From an optimization exercise on the open Yosys and OpenROAD flow, aimed at small area, a short achievable clock period and few clock cycles per item; shortcuts taken in it are not production practice.
Function was checked by simulation only, so behaviour that the tests miss may differ from the original.

==> flow/design.v, too long to show whole: its modules and the start of the top module <==
// module fx_mul: 348 lines
// module fx_booth_enc: 16 lines
// module fx_comb: 30 lines
// module fx_sum_sat: 10 lines
// module fx_dot2_top: 105 lines
module fx_dot2_top (
    input  logic        clk,
    input  logic        rst_n,
    input  logic        mode,     
    input  logic        valid_in,
    output logic        ready_out,
    input  logic [15:0] a0,
    input  logic [15:0] b0,
    input  logic [15:0] a1,
    input  logic [15:0] b1,
    output logic        valid_out,
    input  logic        ready_in,
    output logic [15:0] result,
    output logic        sat
);
  // ...
==> flow/flow/run.sh <==
#!/bin/bash
# The standard layout with two changes:
#  - between synthesis and floorplan, fainv.py chooses the polarity of every full adder (and
#    of gates that have an inverting twin) so that fewer inverters sit between them; registers,
#    ports and the function are unchanged;
#  - every port still gets its buffer, but a buf_4 rather than the default pick.
# Each tool's output goes to its own log here.
set -euo pipefail
R="$PWD/orfs/results/$FLOW_PLATFORM/fx_dot2_top/base"
bash standard.sh "$R/1_2_yosys.v" > synth.log 2>&1
cp "$R/1_2_yosys.v" "$R/1_2_yosys.std.v"
python3 flow/fainv.py "$R/1_2_yosys.std.v" "$R/1_2_yosys.v" > fainv.log 2>&1
bash standard.sh finish "BUFFER_PORTS_ARGS=-buffer_cell sky130_fd_sc_hd__buf_4" > layout.log 2>&1
==> flow/flow/fainv.py <==
#!/usr/bin/env python3
"""Remove inverters around full-adder cells in a Yosys gate netlist.

A full adder is self-dual: with all three inputs complemented it gives both outputs
complemented. Yosys's adder extraction picks each adder's polarity on its own and puts
inverters between adders. This script chooses the polarities again so that as few signals
as possible need an inverter: it may flip a full adder (complement its inputs and outputs),
swap a gate for its inverting twin (and2 <-> nand2, a21o <-> a21oi, ...), and let an xor or
xnor take an input in the other polarity by swapping xor <-> xnor. Then it rewrites the
netlist with one inverter per signal still needed in both polarities. Registers, ports and
the function are unchanged.
usage: fainv.py IN.v OUT.v
"""
import os
import re
import sys

INV = "sky130_fd_sc_hd__inv_"
FA = "sky130_fd_sc_hd__fa_"
OUTPINS = {"X", "Y", "Q", "Q_N", "SUM", "COUT", "HI", "LO"}

LIBF = os.path.join(os.environ.get("FLOW_HOME", "/OpenROAD-flow-scripts/flow"), "platforms/sky130hd/lib/sky130_fd_sc_hd__tt_025C_1v80.lib")
PAIRS = """and2 nand2, or2 nor2, and3 nand3, or3 nor3, and4 nand4, or4 nor4, xor2 xnor2,
a21o a21oi, o21a o21ai, a22o a22oi, o22a o22ai, a211o a211oi, o211a o211ai, a31o a31oi,
o31a o31ai, a32o a32oi, a221o a221oi, o221a o221ai, a311o a311oi, o311a o311ai, a41o a41oi,
o41a o41ai, a2111o a2111oi, o2111a o2111ai, and2b nand2b, or2b nor2b, and3b nand3b,
or3b nor3b, and4b nand4b, or4b nor4b, and4bb nand4bb, or4bb nor4bb, mux2 mux2i, xor3 xnor3,
a21bo a21boi, o21ba o21bai, a2bb2o a2bb2oi, o2bb2a o2bb2ai"""
LIBTEXT = open(LIBF).read()
LIBCELLS = set(re.findall(r'cell \("?sky130_fd_sc_hd__(\w+?)"?\)', LIBTEXT))
OUTPIN = {}     # single-output cell -> its output pin
_starts = [m.start() for m in re.finditer(r'cell \("?sky130_fd_sc_hd__', LIBTEXT)] + [len(LIBTEXT)]
for _i, _j in zip(_starts, _starts[1:]):
    _body = LIBTEXT[_i:_j]
    _name = re.match(r'cell \("?(sky130_fd_sc_hd__\w+?)"?\)', _body).group(1)
    _outs = [m.group(1) for m in re.finditer(r'pin \("?(\w+)"?\)\s*\{\s*[^{}]*?direction\s*:\s*"?output', _body)]
    if len(_outs) == 1:
        OUTPIN[_name] = _outs[0]
TWIN = {}
for pair in PAIRS.replace("\n", " ").split(","):
    pos, neg = pair.split()
    for x, y in ((pos, neg), (neg, pos)):
        for c in LIBCELLS:
            m = re.fullmatch(re.escape(x) + r"_(\d+)", c)
            if not m:
                continue
            sizes = sorted(int(z.group(1)) for z in (re.fullmatch(re.escape(y) + r"_(\d+)", d) for d in LIBCELLS) if z)
            if not sizes:
                continue
            want = int(m.group(1))
            got = want if want in sizes else min(sizes, key=lambda k: (abs(k - want), k))
            TWIN["sky130_fd_sc_hd__" + c] = "sky130_fd_sc_hd__" + f"{y}_{got}"
TWIN = {k: v for k, v in TWIN.items() if k in OUTPIN and v in OUTPIN}

src = open(sys.argv[1]).read()
mod_start = src.index("module ")
body_end = src.rindex("endmodule")

cell_re = re.compile(r"^  (sky130_fd_sc_hd__\w+) (\S+) +\(\n(.*?)\n  \);\n", re.S | re.M)
pin_re = re.compile(r"^    \.(\w+)\((.*)\),?$")

cells = []
spans = []
for m in cell_re.finditer(src):
    pins = []
    for line in m.group(3).split("\n"):
        pm = pin_re.match(line)
        assert pm, line
        pins.append([pm.group(1), pm.group(2).strip()])
    cells.append({"type": m.group(1), "name": m.group(2), "pins": pins})
    spans.append((m.start(), m.end()))

# output ports
ports_out = set()
hdr = src[mod_start:src.index(");", mod_start)]
for m in re.finditer(r"^\s*output\s+(\[\d+:\d+\]\s+)?(\S+?);", src[mod_start:body_end], re.M):
    rng, nm = m.group(1), m.group(2)
    if rng:
        hi, lo = map(int, re.findall(r"\d+", rng))
        for i in range(min(hi, lo), max(hi, lo) + 1):
            ports_out.add(f"{nm}[{i}]")
    else:
        ports_out.add(nm)

# assigns would complicate the picture: refuse them
assert not re.search(r"^\s*assign ", src[mod_start:body_end], re.M), "netlist has assigns"

driver = {}
for ci, c in enumerate(cells):
    for p, n in c["pins"]:
        if p in OUTPINS:
            driver[n] = ci


def is_inv(ci):
    return cells[ci]["type"].startswith(INV)


def pin(c, p):
    for q, n in c["pins"]:
        if q == p:
            return n


# base signal and polarity of each net
memo = {}


def base(n):
    if n in memo:
        return memo[n]
    ci = driver.get(n)
    if ci is not None and is_inv(ci):
        b, pol = base(pin(cells[ci], "A"))
        r = (b, pol ^ 1)
    else:
        r = (n, 0)
    memo[n] = r
    return r


XORS = {}
for c in LIBCELLS:
    m = re.fullmatch(r"(xor|xnor)([23])_(\d+)", c)
    if m:
        other = ("xnor" if m.group(1) == "xor" else "xor") + m.group(2) + "_" + m.group(3)
        if other in LIBCELLS:
            XORS["sky130_fd_sc_hd__" + c] = "sky130_fd_sc_hd__" + other
isxor = set(ci for ci, c in enumerate(cells) if c["type"] in XORS)

fas = [ci for ci, c in enumerate(cells) if c["type"].startswith(FA)]
isfa = set(fas)
twins = [ci for ci, c in enumerate(cells) if c["type"] in TWIN]
flip = {ci: 0 for ci in fas + twins}

# consumers of each base: list of (cell index or port, required polarity relative to base before flips)
cons = {}
for ci, c in enumerate(cells):
    if is_inv(ci):
        continue
    if ci in isxor:
        continue        # takes either polarity (see below)
    for p, n in c["pins"]:
        if p in OUTPINS or n.startswith("1'") or n.startswith("0'"):
            continue
        b, pol = base(n)
        cons.setdefault(b, []).append((ci, pol))
for n in ports_out:
    b, pol = base(n)
    cons.setdefault(b, []).append((-1, pol))


def avail(b):
    ci = driver.get(b)
    return flip.get(ci, 0) if ci is not None else 0


def cost(b):
    a = avail(b)
    return int(any((pol ^ (flip[ci] if ci in isfa else 0)) != a for ci, pol in cons.get(b, [])))


def touched(ci):
    c = cells[ci]
    bs = set()
    for p, n in c["pins"]:
        if p in OUTPINS:
            bs.add(n)
        elif ci in isfa and not n.startswith("1'"):
            bs.add(base(n)[0])
    return bs


before = sum(cost(b) for b in cons)
changed = True
rounds = 0
while changed and rounds < 50:
    changed = False
    rounds += 1
    for ci in fas + twins:
        bs = touched(ci)
        c0 = sum(cost(b) for b in bs)
        flip[ci] ^= 1
        c1 = sum(cost(b) for b in bs)
        if c1 < c0:
            changed = True
        else:
            flip[ci] ^= 1
after = sum(cost(b) for b in cons)
ninv = sum(1 for ci in range(len(cells)) if is_inv(ci))

# names for (base, polarity): prefer existing nets, ports first
names = {}
for n in list(memo.keys()) + list(ports_out):
    b, pol = base(n)
    key = (b, pol)
    if n in ports_out:
        assert key not in names or names[key] not in ports_out or names[key] == n, f"two ports for {key}"
        names[key] = n
    else:
        names.setdefault(key, n)
newwires = []


def name(b, pol):
    key = (b, pol)
    if key not in names:
        nm = f"_fainv{len(newwires)}_"
        newwires.append(nm)
        names[key] = nm
    return names[key]


out_cells = []
for ci, c in enumerate(cells):
    if is_inv(ci):
        continue
    f = flip.get(ci, 0) if ci in isfa else 0
    typ = c["type"]
    tw = flip.get(ci, 0) and ci not in isfa
    if ci in isxor:
        # an xor takes each input in the polarity its driver gives, swapping to xnor per
        # input taken complemented; a flipped output (twin) swaps it once more
        tog = 1 if tw else 0
        for p, n in c["pins"]:
            if p in OUTPINS or n.startswith("1'") or n.startswith("0'"):
                continue
            b, pol = base(n)
            if avail(b) != pol:
                tog ^= 1
        if tog:
            typ = XORS[typ]
        pins = []
        for p, n in c["pins"]:
            if p in OUTPINS:
                q = OUTPIN[typ]
                pins.append((q, name(n, avail(n))))
            elif n.startswith("1'") or n.startswith("0'"):
                pins.append((p, n))
            else:
                b, pol = base(n)
                pins.append((p, name(b, avail(b))))
        out_cells.append((typ, c["name"], pins))
        continue
    if tw:
        typ = TWIN[typ]
    pins = []
    for p, n in c["pins"]:
        if p in OUTPINS:
            q = OUTPIN[typ] if tw else p
            pins.append((q, name(n, avail(n))))
        elif n.startswith("1'") or n.startswith("0'"):
            if f:
                n = {"1'h0": "1'h1", "1'h1": "1'h0", "1'b0": "1'b1", "1'b1": "1'b0"}[n]
            pins.append((p, n))
        else:
            b, pol = base(n)
            pins.append((p, name(b, pol ^ f)))
    out_cells.append((typ, c["name"], pins))

# one inverter per base signal whose consumers need the other polarity
k = 0
for b in cons:
    a = avail(b)
    need = set()
    for ci, pol in cons[b]:
        need.add(pol ^ (flip[ci] if ci in isfa else 0))
    if (1 - a) in need:
        out_cells.append(("sky130_fd_sc_hd__inv_1", f"_fainv_cell{k}_",
                          [("A", name(b, a)), ("Y", name(b, 1 - a))]))
        k += 1

# every (base, pol) name in use must be driven: a name driven nowhere means a port fed
# straight from another port or constant, which this script does not handle
def esc(n):
    return n + " " if n.startswith("\\") else n


text = []
for t, nm, pins in out_cells:
    text.append(f"  {t} {esc(nm)} (\n" + ",\n".join(f"    .{p}({esc(n)})" for p, n in pins) + "\n  );\n")

for (s0, e0), (s1, e1) in zip(spans, spans[1:]):
    assert src[e0:s1].strip() == "", "text between cells: " + src[e0:s1][:200]
first = spans[0][0]
last = spans[-1][1]
decl = "".join(f"  wire {w};\n" for w in newwires)
res = src[:first] + decl + "".join(text) + src[last:]
open(sys.argv[2], "w").write(res)
print(f"fainv: {len(fas)} full adders, {len(twins)} gates with a twin, {sum(flip.values())} flipped, inverters {ninv} -> {k}"
      f" (signals needing one: {before} -> {after})", file=sys.stderr)
==> flow/standard.sh <==
#!/bin/bash
# synth_recipe.tcl (not shown) runs the flow's synth.tcl, then flattens the netlist and writes it again
# the make line also repeats each setting of config.mk as NAME=value (left out here)
make -C /OpenROAD-flow-scripts/flow DESIGN_CONFIG=/design/flow/config.mk WORK_HOME=/design/flow/orfs CLKGATE_MAP_FILE= SYNTH_SCRIPT=/design/flow/synth_recipe.tcl "${@:-finish}"
==> flow/config.mk <==
export PLATFORM = sky130hd
export DESIGN_NAME = fx_dot2_top
export DESIGN_NICKNAME = fx_dot2_top
export VERILOG_FILES = /design/flow/design.v
export SDC_FILE = /design/flow/constraint.sdc
export NUM_CORES = 4
export LEC_CHECK = 0
export CAP_MARGIN = 20
export CORE_MARGIN = 2
export CORE_UTILIZATION = 70
export SLEW_MARGIN = 20
==> flow/constraint.sdc <==
create_clock -name core_clock -period 7.0 [get_ports {clk}]
set_input_delay 1.4000 -clock core_clock [delete_from_list [all_inputs] [get_ports {clk}]]
set_output_delay 1.4000 -clock core_clock [all_outputs]
set_load 0.01 [all_outputs]
==> run notes, run 1 <==
* Cell Chain, Critical Path: fa_1, fa_1, ha_1, a21oi_1, o211ai_1, a2111o_1, a21oi_1, nor3_1, a211o_1
* Final hold violations at 0
* Num tapcells at 319
* Crit path buf inv count at 0
* Met1 wire length at 15300 µm
* WP data required at 7.19 ns
* Footprint of the multi-input gates at 10900 µm²
* Crit share post-route at 51.4%
* CP max FO at 4
* Clock buffers at 17
* Fin area at 18100 µm²
* Mean post-synth cell area at 11.6 µm²
* Fraction of area in multi-input gates at 60.2%
* CP top delay family: compound AO/OA/AOI/OAI gates
* Proportion of layout cells with a drive suffix above 1 at 8.92%
* Status: complete, no violations
* Worst Tran Pin Value at 1.05 ns
* NonClk Buf Share at 3.69%
* Critical Path End Type: flip-flop
* Max-slew violations at 0
* Startpoint Class: flip-flop
* # diodes at 0
* Core area at 23600 µm²
* Most used routing layer in global routing: met2
* Hold_buf cts at 0
* FF-to-FF setup slack at 3.40 ns
* Reg-to-reg endpoint: sum_q[13]$_DFFE_PN_
* Vias in the first global route at 11.6k
* FFs & Latches at 174
* Die Wd at 160 µm
* Commonest cells after routing, fill and taps aside: 216 x a22oi_1, 204 x fa_1, 182 x xnor2_1
* Worst R2R Start: x1h_q[1]$_DFFE_PN_
* Sink Count at 174
* Tmin final at 3.60 ns
* CTS tree: built
* DR vias/cell at 6.34
* Logic inverters at 99
* Min-Delay Path Class: flip-flop to flip-flop
Testbench counts, summed over its fixed seeds: cycles 4,144, items 4,096.
==> module fx_comb, before the edit <==
module fx_comb (
    input  logic        mode,     
    input  logic [15:0] x0h,
    input  logic [15:0] y0h,
    input  logic        c0,
    input  logic [15:0] x1h,
    input  logic [15:0] y1h,
    input  logic        c1,
    output logic [15:0] sum,
    output logic        s0,       
    output logic        s1n       
);
    logic [15:0] s1, k1, u, v;
    assign s1 = x0h ^ y0h ^ x1h;
    assign k1 = {(x0h[14:0] & y0h[14:0]) | (x0h[14:0] & x1h[14:0]) | (y0h[14:0] & x1h[14:0]), c0};
    assign u  = s1 ^ y1h ^ k1;
    assign v  = {(s1[14:0] & y1h[14:0]) | (s1[14:0] & k1[14:0]) | (y1h[14:0] & k1[14:0]), 1'b0};
    logic [16:0] sum_c;
    assign sum_c = {u, 1'b1} + {v, c1};
    assign sum   = sum_c[16:1];
    logic [16:0] l0_c, l1_c;
    logic [15:0] m16, a1, b1;
    assign l0_c = {x0h, 1'b1} + {y0h, c0};
    assign s0   = l0_c[16];
    assign m16  = {16{mode}};
    assign a1   = x1h ^ y1h ^ m16;
    assign b1   = {(x1h[14:0] & y1h[14:0]) | (x1h[14:0] & m16[14:0]) | (y1h[14:0] & m16[14:0]), 1'b0};
    assign l1_c = {a1, 1'b1} + {b1, c1};
    assign s1n  = l1_c[16];
endmodule
==> module fx_dot2_top, before the edit <==
module fx_dot2_top (
    input  logic        clk,
    input  logic        rst_n,
    input  logic        mode,     
    input  logic        valid_in,
    output logic        ready_out,
    input  logic [15:0] a0,
    input  logic [15:0] b0,
    input  logic [15:0] a1,
    input  logic [15:0] b1,
    output logic        valid_out,
    input  logic        ready_in,
    output logic [15:0] result,
    output logic        sat
);
    logic adv3, adv2, adv1, valid_x, valid_y;
    assign adv3      = !valid_out || ready_in;
    assign adv2      = adv3 || !valid_y;
    assign adv1      = adv2 || !valid_x;
    logic full_q;
    assign ready_out = ready_in || !full_q;
    always_ff @(posedge clk or negedge rst_n) begin
        if (!rst_n) begin
            valid_x   <= 1'b0;
            valid_y   <= 1'b0;
            valid_out <= 1'b0;
        end else begin
            if (adv1)
                valid_x <= valid_in;
            if (adv2)
                valid_y <= valid_x;
            if (adv3)
                valid_out <= valid_y;
        end
    end
    always_ff @(posedge clk or negedge rst_n) begin
        if (!rst_n)
            full_q <= 1'b0;
        else
            full_q <= (adv1 ? valid_in : valid_x) && (adv2 ? valid_x : valid_y) && (adv3 ? valid_y : valid_out);
    end
    logic [7:0]  bn0, bo0, bt0, bn1, bo1, bt1;
    fx_booth_enc lane0_enc_i (.b(b0), .bneg(bn0), .bone(bo0), .btwo(bt0));
    fx_booth_enc lane1_enc_i (.b(b1), .bneg(bn1), .bone(bo1), .btwo(bt1));
    logic [15:0] a0_q, a1_q;
    logic [7:0]  bn0_q, bo0_q, bt0_q, bn1_q, bo1_q, bt1_q;
    logic        mode_q;
    always_ff @(posedge clk) begin
        if (adv1) begin
            a0_q   <= a0;
            a1_q   <= a1;
            bn0_q  <= bn0;
            bo0_q  <= bo0;
            bt0_q  <= bt0;
            bn1_q  <= bn1 ^ {8{mode}};
            bo1_q  <= bo1;
            bt1_q  <= bt1;
            mode_q <= mode;
        end
    end
    logic [7:0]  rnd1;
    assign rnd1 = mode_q ? 8'h7f : 8'h80;
    logic [23:0] x0, y0, x1, y1;
    fx_mul lane0_mul_i (.a(a0_q), .bneg(bn0_q), .bone(bo0_q), .btwo(bt0_q), .rnd(8'h80), .x(x0), .y(y0));
    fx_mul lane1_mul_i (.a(a1_q), .bneg(bn1_q), .bone(bo1_q), .btwo(bt1_q), .rnd(rnd1), .x(x1), .y(y1));
    logic [4:0] lo0, lo1, hi0, hi1;
    assign lo0 = {1'b0, x0[3:0]} + {1'b0, y0[3:0]};
    assign lo1 = {1'b0, x1[3:0]} + {1'b0, y1[3:0]};
    assign hi0 = {1'b0, x0[7:4]} + {1'b0, y0[7:4]};
    assign hi1 = {1'b0, x1[7:4]} + {1'b0, y1[7:4]};
    logic [15:0] x0h_q, y0h_q, x1h_q, y1h_q;
    logic        c0l_q, c0g_q, c0p_q, c1l_q, c1g_q, c1p_q, mode_y;    
    always_ff @(posedge clk) begin
        if (adv2) begin
            x0h_q  <= x0[23:8];
            y0h_q  <= y0[23:8];
            x1h_q  <= x1[23:8];
            y1h_q  <= y1[23:8];
            c0l_q  <= lo0[4];
            c0g_q  <= hi0[4];
            c0p_q  <= &(x0[7:4] | y0[7:4]);
            c1l_q  <= lo1[4];
            c1g_q  <= hi1[4];
            c1p_q  <= &(x1[7:4] | y1[7:4]);
            mode_y <= mode_q;
        end
    end
    logic c0, c1;
    assign c0 = c0g_q || (c0p_q && c0l_q);
    assign c1 = c1g_q || (c1p_q && c1l_q);
    logic [15:0] sum;
    logic        s0, s1;
    fx_comb comb_i (.mode(mode_y), .x0h(x0h_q), .y0h(y0h_q), .c0(c0), .x1h(x1h_q), .y1h(y1h_q),
                    .c1(c1), .sum(sum), .s0(s0), .s1n(s1));
    logic [15:0] sum_q;
    logic        s0_q, s1_q;
    always_ff @(posedge clk) begin
        if (adv3) begin
            sum_q <= sum;
            s0_q  <= s0;
            s1_q  <= s1;
        end
    end
    fx_sum_sat sum_i (.sum(sum_q), .s0(s0_q), .s1(s1_q), .result(result), .sat(sat));
endmodule
==> inputs of run 2 (changes only) <==
--- a/flow/design.v
+++ b/flow/design.v
@@ -393,13 +393,130 @@
     assign sum_c = {u, 1'b1} + {v, c1};
     assign sum   = sum_c[16:1];
-    logic [16:0] l0_c, l1_c;
     logic [15:0] m16, a1, b1;
-    assign l0_c = {x0h, 1'b1} + {y0h, c0};
-    assign s0   = l0_c[16];
     assign m16  = {16{mode}};
     assign a1   = x1h ^ y1h ^ m16;
     assign b1   = {(x1h[14:0] & y1h[14:0]) | (x1h[14:0] & m16[14:0]) | (y1h[14:0] & m16[14:0]), 1'b0};
-    assign l1_c = {a1, 1'b1} + {b1, c1};
-    assign s1n  = l1_c[16];
+    wire l0_g0_0 = x0h[0] & y0h[0];
+    wire l0_p0_0 = x0h[0] | y0h[0];
+    wire l0_g1_1 = x0h[1] & y0h[1];
+    wire l0_p1_1 = x0h[1] | y0h[1];
+    wire l0_g0_1 = l0_g1_1 | (l0_p1_1 & l0_g0_0);
+    wire l0_p0_1 = l0_p1_1 & l0_p0_0;
+    wire l0_g2_2 = x0h[2] & y0h[2];
+    wire l0_p2_2 = x0h[2] | y0h[2];
+    wire l0_g3_3 = x0h[3] & y0h[3];
+    wire l0_p3_3 = x0h[3] | y0h[3];
+    wire l0_g2_3 = l0_g3_3 | (l0_p3_3 & l0_g2_2);
+    wire l0_p2_3 = l0_p3_3 & l0_p2_2;
+    wire l0_g0_3 = l0_g2_3 | (l0_p2_3 & l0_g0_1);
+    wire l0_p0_3 = l0_p2_3 & l0_p0_1;
+    wire l0_g4_4 = x0h[4] & y0h[4];
+    wire l0_p4_4 = x0h[4] | y0h[4];
+    wire l0_g5_5 = x0h[5] & y0h[5];
+    wire l0_p5_5 = x0h[5] | y0h[5];
+    wire l0_g4_5 = l0_g5_5 | (l0_p5_5 & l0_g4_4);
+    wire l0_p4_5 = l0_p5_5 & l0_p4_4;
+    wire l0_g6_6 = x0h[6] & y0h[6];
+    wire l0_p6_6 = x0h[6] | y0h[6];
+    wire l0_g7_7 = x0h[7] & y0h[7];
+    wire l0_p7_7 = x0h[7] | y0h[7];
+    wire l0_g6_7 = l0_g7_7 | (l0_p7_7 & l0_g6_6);
+    wire l0_p6_7 = l0_p7_7 & l0_p6_6;
+    wire l0_g4_7 = l0_g6_7 | (l0_p6_7 & l0_g4_5);
+    wire l0_p4_7 = l0_p6_7 & l0_p4_5;
+    wire l0_g0_7 = l0_g4_7 | (l0_p4_7 & l0_g0_3);
+    wire l0_p0_7 = l0_p4_7 & l0_p0_3;
+    wire l0_g8_8 = x0h[8] & y0h[8];
+    wire l0_p8_8 = x0h[8] | y0h[8];
+    wire l0_g9_9 = x0h[9] & y0h[9];
+    wire l0_p9_9 = x0h[9] | y0h[9];
+    wire l0_g8_9 = l0_g9_9 | (l0_p9_9 & l0_g8_8);
+    wire l0_p8_9 = l0_p9_9 & l0_p8_8;
+    wire l0_g10_10 = x0h[10] & y0h[10];
+    wire l0_p10_10 = x0h[10] | y0h[10];
+    wire l0_g11_11 = x0h[11] & y0h[11];
+    wire l0_p11_11 = x0h[11] | y0h[11];
+    wire l0_g10_11 = l0_g11_11 | (l0_p11_11 & l0_g10_10);
+    wire l0_p10_11 = l0_p11_11 & l0_p10_10;
+    wire l0_g8_11 = l0_g10_11 | (l0_p10_11 & l0_g8_9);
+    wire l0_p8_11 = l0_p10_11 & l0_p8_9;
+    wire l0_g12_12 = x0h[12] & y0h[12];
+    wire l0_p12_12 = x0h[12] | y0h[12];
+    wire l0_g13_13 = x0h[13] & y0h[13];
+    wire l0_p13_13 = x0h[13] | y0h[13];
+    wire l0_g12_13 = l0_g13_13 | (l0_p13_13 & l0_g12_12);
+    wire l0_p12_13 = l0_p13_13 & l0_p12_12;
+    wire l0_g14_14 = x0h[14] & y0h[14];
+    wire l0_p14_14 = x0h[14] | y0h[14];
+    wire l0_g12_14 = l0_g14_14 | (l0_p14_14 & l0_g12_13);
+    wire l0_p12_14 = l0_p14_14 & l0_p12_13;
+    wire l0_g8_14 = l0_g12_14 | (l0_p12_14 & l0_g8_11);
+    wire l0_p8_14 = l0_p12_14 & l0_p8_11;
+    wire l0_g0_14 = l0_g8_14 | (l0_p8_14 & l0_g0_7);
+    wire l0_p0_14 = l0_p8_14 & l0_p0_7;
+    wire l0_G = l0_g0_14;
+    wire l0_P = l0_p0_14;
+    wire l1_g0_0 = a1[0] & b1[0];
+    wire l1_p0_0 = a1[0] | b1[0];
+    wire l1_g1_1 = a1[1] & b1[1];
+    wire l1_p1_1 = a1[1] | b1[1];
+    wire l1_g0_1 = l1_g1_1 | (l1_p1_1 & l1_g0_0);
+    wire l1_p0_1 = l1_p1_1 & l1_p0_0;
+    wire l1_g2_2 = a1[2] & b1[2];
+    wire l1_p2_2 = a1[2] | b1[2];
+    wire l1_g3_3 = a1[3] & b1[3];
+    wire l1_p3_3 = a1[3] | b1[3];
+    wire l1_g2_3 = l1_g3_3 | (l1_p3_3 & l1_g2_2);
+    wire l1_p2_3 = l1_p3_3 & l1_p2_2;
+    wire l1_g0_3 = l1_g2_3 | (l1_p2_3 & l1_g0_1);
+    wire l1_p0_3 = l1_p2_3 & l1_p0_1;
+    wire l1_g4_4 = a1[4] & b1[4];
+    wire l1_p4_4 = a1[4] | b1[4];
+    wire l1_g5_5 = a1[5] & b1[5];
+    wire l1_p5_5 = a1[5] | b1[5];
+    wire l1_g4_5 = l1_g5_5 | (l1_p5_5 & l1_g4_4);
+    wire l1_p4_5 = l1_p5_5 & l1_p4_4;
+    wire l1_g6_6 = a1[6] & b1[6];
+    wire l1_p6_6 = a1[6] | b1[6];
+    wire l1_g7_7 = a1[7] & b1[7];
+    wire l1_p7_7 = a1[7] | b1[7];
+    wire l1_g6_7 = l1_g7_7 | (l1_p7_7 & l1_g6_6);
+    wire l1_p6_7 = l1_p7_7 & l1_p6_6;
+    wire l1_g4_7 = l1_g6_7 | (l1_p6_7 & l1_g4_5);
+    wire l1_p4_7 = l1_p6_7 & l1_p4_5;
+    wire l1_g0_7 = l1_g4_7 | (l1_p4_7 & l1_g0_3);
+    wire l1_p0_7 = l1_p4_7 & l1_p0_3;
+    wire l1_g8_8 = a1[8] & b1[8];
+    wire l1_p8_8 = a1[8] | b1[8];
+    wire l1_g9_9 = a1[9] & b1[9];
+    wire l1_p9_9 = a1[9] | b1[9];
+    wire l1_g8_9 = l1_g9_9 | (l1_p9_9 & l1_g8_8);
+    wire l1_p8_9 = l1_p9_9 & l1_p8_8;
+    wire l1_g10_10 = a1[10] & b1[10];
+    wire l1_p10_10 = a1[10] | b1[10];
+    wire l1_g11_11 = a1[11] & b1[11];
+    wire l1_p11_11 = a1[11] | b1[11];
+    wire l1_g10_11 = l1_g11_11 | (l1_p11_11 & l1_g10_10);
+    wire l1_p10_11 = l1_p11_11 & l1_p10_10;
+    wire l1_g8_11 = l1_g10_11 | (l1_p10_11 & l1_g8_9);
+    wire l1_p8_11 = l1_p10_11 & l1_p8_9;
+    wire l1_g12_12 = a1[12] & b1[12];
+    wire l1_p12_12 = a1[12] | b1[12];
+    wire l1_g13_13 = a1[13] & b1[13];
+    wire l1_p13_13 = a1[13] | b1[13];
+    wire l1_g12_13 = l1_g13_13 | (l1_p13_13 & l1_g12_12);
+    wire l1_p12_13 = l1_p13_13 & l1_p12_12;
+    wire l1_g14_14 = a1[14] & b1[14];
+    wire l1_p14_14 = a1[14] | b1[14];
+    wire l1_g12_14 = l1_g14_14 | (l1_p14_14 & l1_g12_13);
+    wire l1_p12_14 = l1_p14_14 & l1_p12_13;
+    wire l1_g8_14 = l1_g12_14 | (l1_p12_14 & l1_g8_11);
+    wire l1_p8_14 = l1_p12_14 & l1_p8_11;
+    wire l1_g0_14 = l1_g8_14 | (l1_p8_14 & l1_g0_7);
+    wire l1_p0_14 = l1_p8_14 & l1_p0_7;
+    wire l1_G = l1_g0_14;
+    wire l1_P = l1_p0_14;
+    assign s0   = x0h[15] ^ y0h[15] ^ (l0_G | (l0_P & c0));
+    assign s1n  = a1[15] ^ b1[15] ^ (l1_G | (l1_P & c1));
 endmodule
 module fx_sum_sat (
@@ -479,9 +596,68 @@
     fx_mul lane0_mul_i (.a(a0_q), .bneg(bn0_q), .bone(bo0_q), .btwo(bt0_q), .rnd(8'h80), .x(x0), .y(y0));
     fx_mul lane1_mul_i (.a(a1_q), .bneg(bn1_q), .bone(bo1_q), .btwo(bt1_q), .rnd(rnd1), .x(x1), .y(y1));
-    logic [4:0] lo0, lo1, hi0, hi1;
-    assign lo0 = {1'b0, x0[3:0]} + {1'b0, y0[3:0]};
-    assign lo1 = {1'b0, x1[3:0]} + {1'b0, y1[3:0]};
-    assign hi0 = {1'b0, x0[7:4]} + {1'b0, y0[7:4]};
-    assign hi1 = {1'b0, x1[7:4]} + {1'b0, y1[7:4]};
+    wire lo0_g0_0 = x0[0] & y0[0];
+    wire lo0_p0_0 = x0[0] | y0[0];
+    wire lo0_g1_1 = x0[1] & y0[1];
+    wire lo0_p1_1 = x0[1] | y0[1];
+    wire lo0_g0_1 = lo0_g1_1 | (lo0_p1_1 & lo0_g0_0);
+    wire lo0_p0_1 = lo0_p1_1 & lo0_p0_0;
+    wire lo0_g2_2 = x0[2] & y0[2];
+    wire lo0_p2_2 = x0[2] | y0[2];
+    wire lo0_g3_3 = x0[3] & y0[3];
+    wire lo0_p3_3 = x0[3] | y0[3];
+    wire lo0_g2_3 = lo0_g3_3 | (lo0_p3_3 & lo0_g2_2);
+    wire lo0_p2_3 = lo0_p3_3 & lo0_p2_2;
+    wire lo0_g0_3 = lo0_g2_3 | (lo0_p2_3 & lo0_g0_1);
+    wire lo0_p0_3 = lo0_p2_3 & lo0_p0_1;
+    wire lo0_G = lo0_g0_3;
+    wire lo0_P = lo0_p0_3;
+    wire hi0_g4_4 = x0[4] & y0[4];
+    wire hi0_p4_4 = x0[4] | y0[4];
+    wire hi0_g5_5 = x0[5] & y0[5];
+    wire hi0_p5_5 = x0[5] | y0[5];
+    wire hi0_g4_5 = hi0_g5_5 | (hi0_p5_5 & hi0_g4_4);
+    wire hi0_p4_5 = hi0_p5_5 & hi0_p4_4;
+    wire hi0_g6_6 = x0[6] & y0[6];
+    wire hi0_p6_6 = x0[6] | y0[6];
+    wire hi0_g7_7 = x0[7] & y0[7];
+    wire hi0_p7_7 = x0[7] | y0[7];
+    wire hi0_g6_7 = hi0_g7_7 | (hi0_p7_7 & hi0_g6_6);
+    wire hi0_p6_7 = hi0_p7_7 & hi0_p6_6;
+    wire hi0_g4_7 = hi0_g6_7 | (hi0_p6_7 & hi0_g4_5);
+    wire hi0_p4_7 = hi0_p6_7 & hi0_p4_5;
+    wire hi0_G = hi0_g4_7;
+    wire hi0_P = hi0_p4_7;
+    wire lo1_g0_0 = x1[0] & y1[0];
+    wire lo1_p0_0 = x1[0] | y1[0];
+    wire lo1_g1_1 = x1[1] & y1[1];
+    wire lo1_p1_1 = x1[1] | y1[1];
+    wire lo1_g0_1 = lo1_g1_1 | (lo1_p1_1 & lo1_g0_0);
+    wire lo1_p0_1 = lo1_p1_1 & lo1_p0_0;
+    wire lo1_g2_2 = x1[2] & y1[2];
+    wire lo1_p2_2 = x1[2] | y1[2];
+    wire lo1_g3_3 = x1[3] & y1[3];
+    wire lo1_p3_3 = x1[3] | y1[3];
+    wire lo1_g2_3 = lo1_g3_3 | (lo1_p3_3 & lo1_g2_2);
+    wire lo1_p2_3 = lo1_p3_3 & lo1_p2_2;
+    wire lo1_g0_3 = lo1_g2_3 | (lo1_p2_3 & lo1_g0_1);
+    wire lo1_p0_3 = lo1_p2_3 & lo1_p0_1;
+    wire lo1_G = lo1_g0_3;
+    wire lo1_P = lo1_p0_3;
+    wire hi1_g4_4 = x1[4] & y1[4];
+    wire hi1_p4_4 = x1[4] | y1[4];
+    wire hi1_g5_5 = x1[5] & y1[5];
+    wire hi1_p5_5 = x1[5] | y1[5];
+    wire hi1_g4_5 = hi1_g5_5 | (hi1_p5_5 & hi1_g4_4);
+    wire hi1_p4_5 = hi1_p5_5 & hi1_p4_4;
+    wire hi1_g6_6 = x1[6] & y1[6];
+    wire hi1_p6_6 = x1[6] | y1[6];
+    wire hi1_g7_7 = x1[7] & y1[7];
+    wire hi1_p7_7 = x1[7] | y1[7];
+    wire hi1_g6_7 = hi1_g7_7 | (hi1_p7_7 & hi1_g6_6);
+    wire hi1_p6_7 = hi1_p7_7 & hi1_p6_6;
+    wire hi1_g4_7 = hi1_g6_7 | (hi1_p6_7 & hi1_g4_5);
+    wire hi1_p4_7 = hi1_p6_7 & hi1_p4_5;
+    wire hi1_G = hi1_g4_7;
+    wire hi1_P = hi1_p4_7;
     logic [15:0] x0h_q, y0h_q, x1h_q, y1h_q;
     logic        c0l_q, c0g_q, c0p_q, c1l_q, c1g_q, c1p_q, mode_y;    
@@ -492,10 +668,10 @@
             x1h_q  <= x1[23:8];
             y1h_q  <= y1[23:8];
-            c0l_q  <= lo0[4];
-            c0g_q  <= hi0[4];
-            c0p_q  <= &(x0[7:4] | y0[7:4]);
-            c1l_q  <= lo1[4];
-            c1g_q  <= hi1[4];
-            c1p_q  <= &(x1[7:4] | y1[7:4]);
+            c0l_q  <= lo0_G;
+            c0g_q  <= hi0_G;
+            c0p_q  <= hi0_P;
+            c1l_q  <= lo1_G;
+            c1g_q  <= hi1_G;
+            c1p_q  <= hi1_P;
             mode_y <= mode_q;
         end
--- a/flow/config.mk
+++ b/flow/config.mk
@@ -8,4 +8,4 @@
 export CAP_MARGIN = 20
 export CORE_MARGIN = 2
-export CORE_UTILIZATION = 70
+export CORE_UTILIZATION = 40
 export SLEW_MARGIN = 20
==> run 2 against run 1 <==
Still clean on timing, DRC and antenna. Area after synthesis is 1.2% higher. Clock skew is 0.0066 ns lower. Sequential share of layout area is 0.78 points lower. Register-to-register slack better by 0.12 ns. Hold slack worse by 0.019 ns. Largest cell class unchanged.
==> run notes, run 2 <==
* Status: complete, no violations
* CP max stage delay at 0.98 ns
* Proportion of layout cells with a drive suffix above 1 at 8.80% (-0.12 points)
* Crit path arrival time at 3.68 ns
* Cells after Synth at 1531
* Commonest cells after routing, fill and taps aside: 218 x a22oi_1, 204 x fa_1, 181 x xnor2_1
* Final hold violations at 0 (unchanged)
* CTS tree: built
* CTS H-Tree Depth at 4
* DR vias/cell at 5.35 (-16%)
* Initial antenna violation count at 0
* RSZ-0062 raised after global routing: false
* Crit share post-route at 49.6% (-1.7 points)
* Reg-to-reg endpoint: y1h_q[13]$_DFFE_PN_
* Root Buffer: clkbuf_16
* Full die area at 44600 µm²
* Worst Hold Launch: valid_y$_DFF_PN0_
* Core area at 42100 µm² (+78%)
* CP max FO at 18 (+14)
* Die H at 211 µm
* Die Wd at 211 µm (+32%)
* Final Skew at 0.0121 ns
* Hold Path Depth at 1
* Fin area at 18600 µm² (+2.8%)
* Max-slew violations at 0 (unchanged)
* Reg2Reg Depth at 6
* Placement Setup Slack at 3.51 ns
* Worst Tran Pin Value at 1.05 ns (+0.00205 ns)
* Post-layout nets at 1868
* Cell mode on critical path: fa_1
* Tmin final at 3.48 ns (-0.122 ns)
* F_max at 288 MHz
* Io pins at 88
* Most common cell after layout, fill and taps aside: a22oi_1
* Cell Chain, Critical Path: xnor2_1, fa_1, fa_1, fa_1, inv_1, fa_1
* Startpoint Class: flip-flop
* Slew headroom at 30.1%
* CTS Buf Count at 17
* Critical Path End Type: flip-flop
* Inst Count DP at 2030
* Detailed Route Iter0 Violations at 859
* Post_cts resized at 0
* Setup WS post-layout at 3.52 ns
* Number of I/O port buffers at 87
* FF-to-FF setup slack at 3.52 ns (+0.12 ns)
* Vias in the first global route at 11.2k (-3.8%)
* Syn_nets at 1889
* Clock transition at path regs at 0.07 ns
* Warnings from Yosys at 2
* # diodes at 0 (unchanged)
* Drt pass-1 iters at 5
* Worst skew pair latency at 0.46 ns
* Cell row count at 75
* Largest net degree at the start of global routing at 77
* Sink Count at 174 (unchanged)
* WP data required at 7.20 ns (about the same)
* All-Layer GR Usage at 17.5%
* Mean post-synth cell area at 11.2 µm² (-3.1%)
* Netlist Area Pre-Place at 17200 µm²
* Crit path kind: flip-flop to flip-flop
* First-pass GRT wire length at 61200 µm
* Drt total wl at 37600 µm
* Longest Clk Path Bufs at 2
* Min-Delay Path Class: flip-flop to flip-flop
* Placement Cell Area at 18000 µm²
* Post-route ant nets at 0
* Area Overhead vs Synth at 8.45%
* Gr ovfl total at 0
* Setup bufs post-CTS at 0
* Worst R2R Start: bn1_q[2]$_DFFE_PN_
* Setup TNS Final at 0 ns
* Hold_buf cts at 0 (unchanged)
* Hold Path Sink: valid_out$_DFF_PN0_
* Placer Congestion at 0.862
* Max cap viols at 0
* Post-layout instance count excluding filler cells at 2061
* Final Setup Violations at 0
* Dpl hpwl at 29200 µm
* Via count of the routed design at 11.0k
* Wirelength per Cell at 18.2 µm
* Crit-path slowest cell: edfxtp_1
* Initial Util at 40.8%
* Drt drc at 0
## run 2: metrics by stage
| step | util (%) | hold slack [ns] |
|---|---|---|
| after detailed placement | 42.8 | 0.482 |
| after global placement | 42.8 | 0.466 |
| after CTS | 44.2 | 0.501 |
| after global routing | 44.2 | 0.507 |
| after floorplan | - | 0.458 |
| final | 44.2 | 0.492 |
## run 2: how the worst max path moves through the flow
stage | startpoint | end | slack (ns) | depth (start not counted)
3_3_place_gp | x1h_q[0]$_DFFE_PN_ | sum_q[15]$_DFFE_PN_ | 3.55 | 10
6_report | bn1_q[2]$_DFFE_PN_ | y1h_q[13]$_DFFE_PN_ | 3.52 | 6
2_1_floorplan | ready_in | a0_q[0]$_DFFE_PN_ | 3.09 | 3
4_1_cts | bn1_q[2]$_DFFE_PN_ | y1h_q[13]$_DFFE_PN_ | 3.49 | 6
5_1_grt | bn0_q[2]$_DFFE_PN_ | c0g_q$_DFFE_PN_ | 3.35 | 6
3_5_place_dp | bn0_q[2]$_DFFE_PN_ | y0h_q[9]$_DFFE_PN_ | 3.51 | 5
## run 2: worst max-delay path, delay by kind of cell, from the launching register on
kind | cells | cell delay, ns
buffers and inverters | 1 | 0.05
XOR/XNOR | 1 | 0.23
adder cells (fa/ha/maj) | 4 | 1.94
flip-flops | 1 | 0.98
## run 2: metal layers
| metal | vias to the layer above | wire (µm) | global-route usage, % |
|---|---|---|---|
| met5 | - | 0 | 0 |
| met4 | 0 | 803 | 6.12 |
| met3 | 36 | 1720 | 2.50 |
| met2 | 295 | 17400 | 26.9 |
| met1 | 5515 | 17700 | 25.4 |
| li1 | 5172 | - | - |
## run 2: cell type report
| cell class | instances | area (µm²) |
|---|---|---|
| well taps | 539 | 674 |
| clock buffers | 17 | 425 |
| inverters | 151 | 567 |
| fillers | 3864 | 23500 |
| repair buffers | 89 | 668 |
| clock inverters | 14 | 181 |
| flip-flops and latches | 174 | 5200 |
| multi-input cells | 1077 | 10900 |
Testbench counts of run 2, summed over its fixed seeds: cycles 4,144, items 4,096.

static timing again, ports no longer ideal:
The flow's constraints put no driver on any port. The routed layouts listed below were extracted and timed again, unchanged, in two steps. Step 1 assumes that a clkbuf_16 drives the clock port and a buf_2 every other input. Step 2, shift: input delay + t, output delay - t, t = (earliest + latest rising clock arrival at the registers) / 2. This alone moves slack from input paths to output paths. Slacks: ideal ports / drivers / drivers and shift; pairs: ideal ports / drivers.
run | shift t [ns] | setup WS [ns] | slew at the worst register clock pin (ns) | cell pins on the clock port's net
run 1 | 0.491 | 3.403 / 3.403 / 3.403 | 0.09 / 0.09 | 1
run 2 | 0.506 | 3.525 / 3.503 / 3.525 | 0.08 / 0.08 | 1
After both steps setup and hold are still met in every run listed.
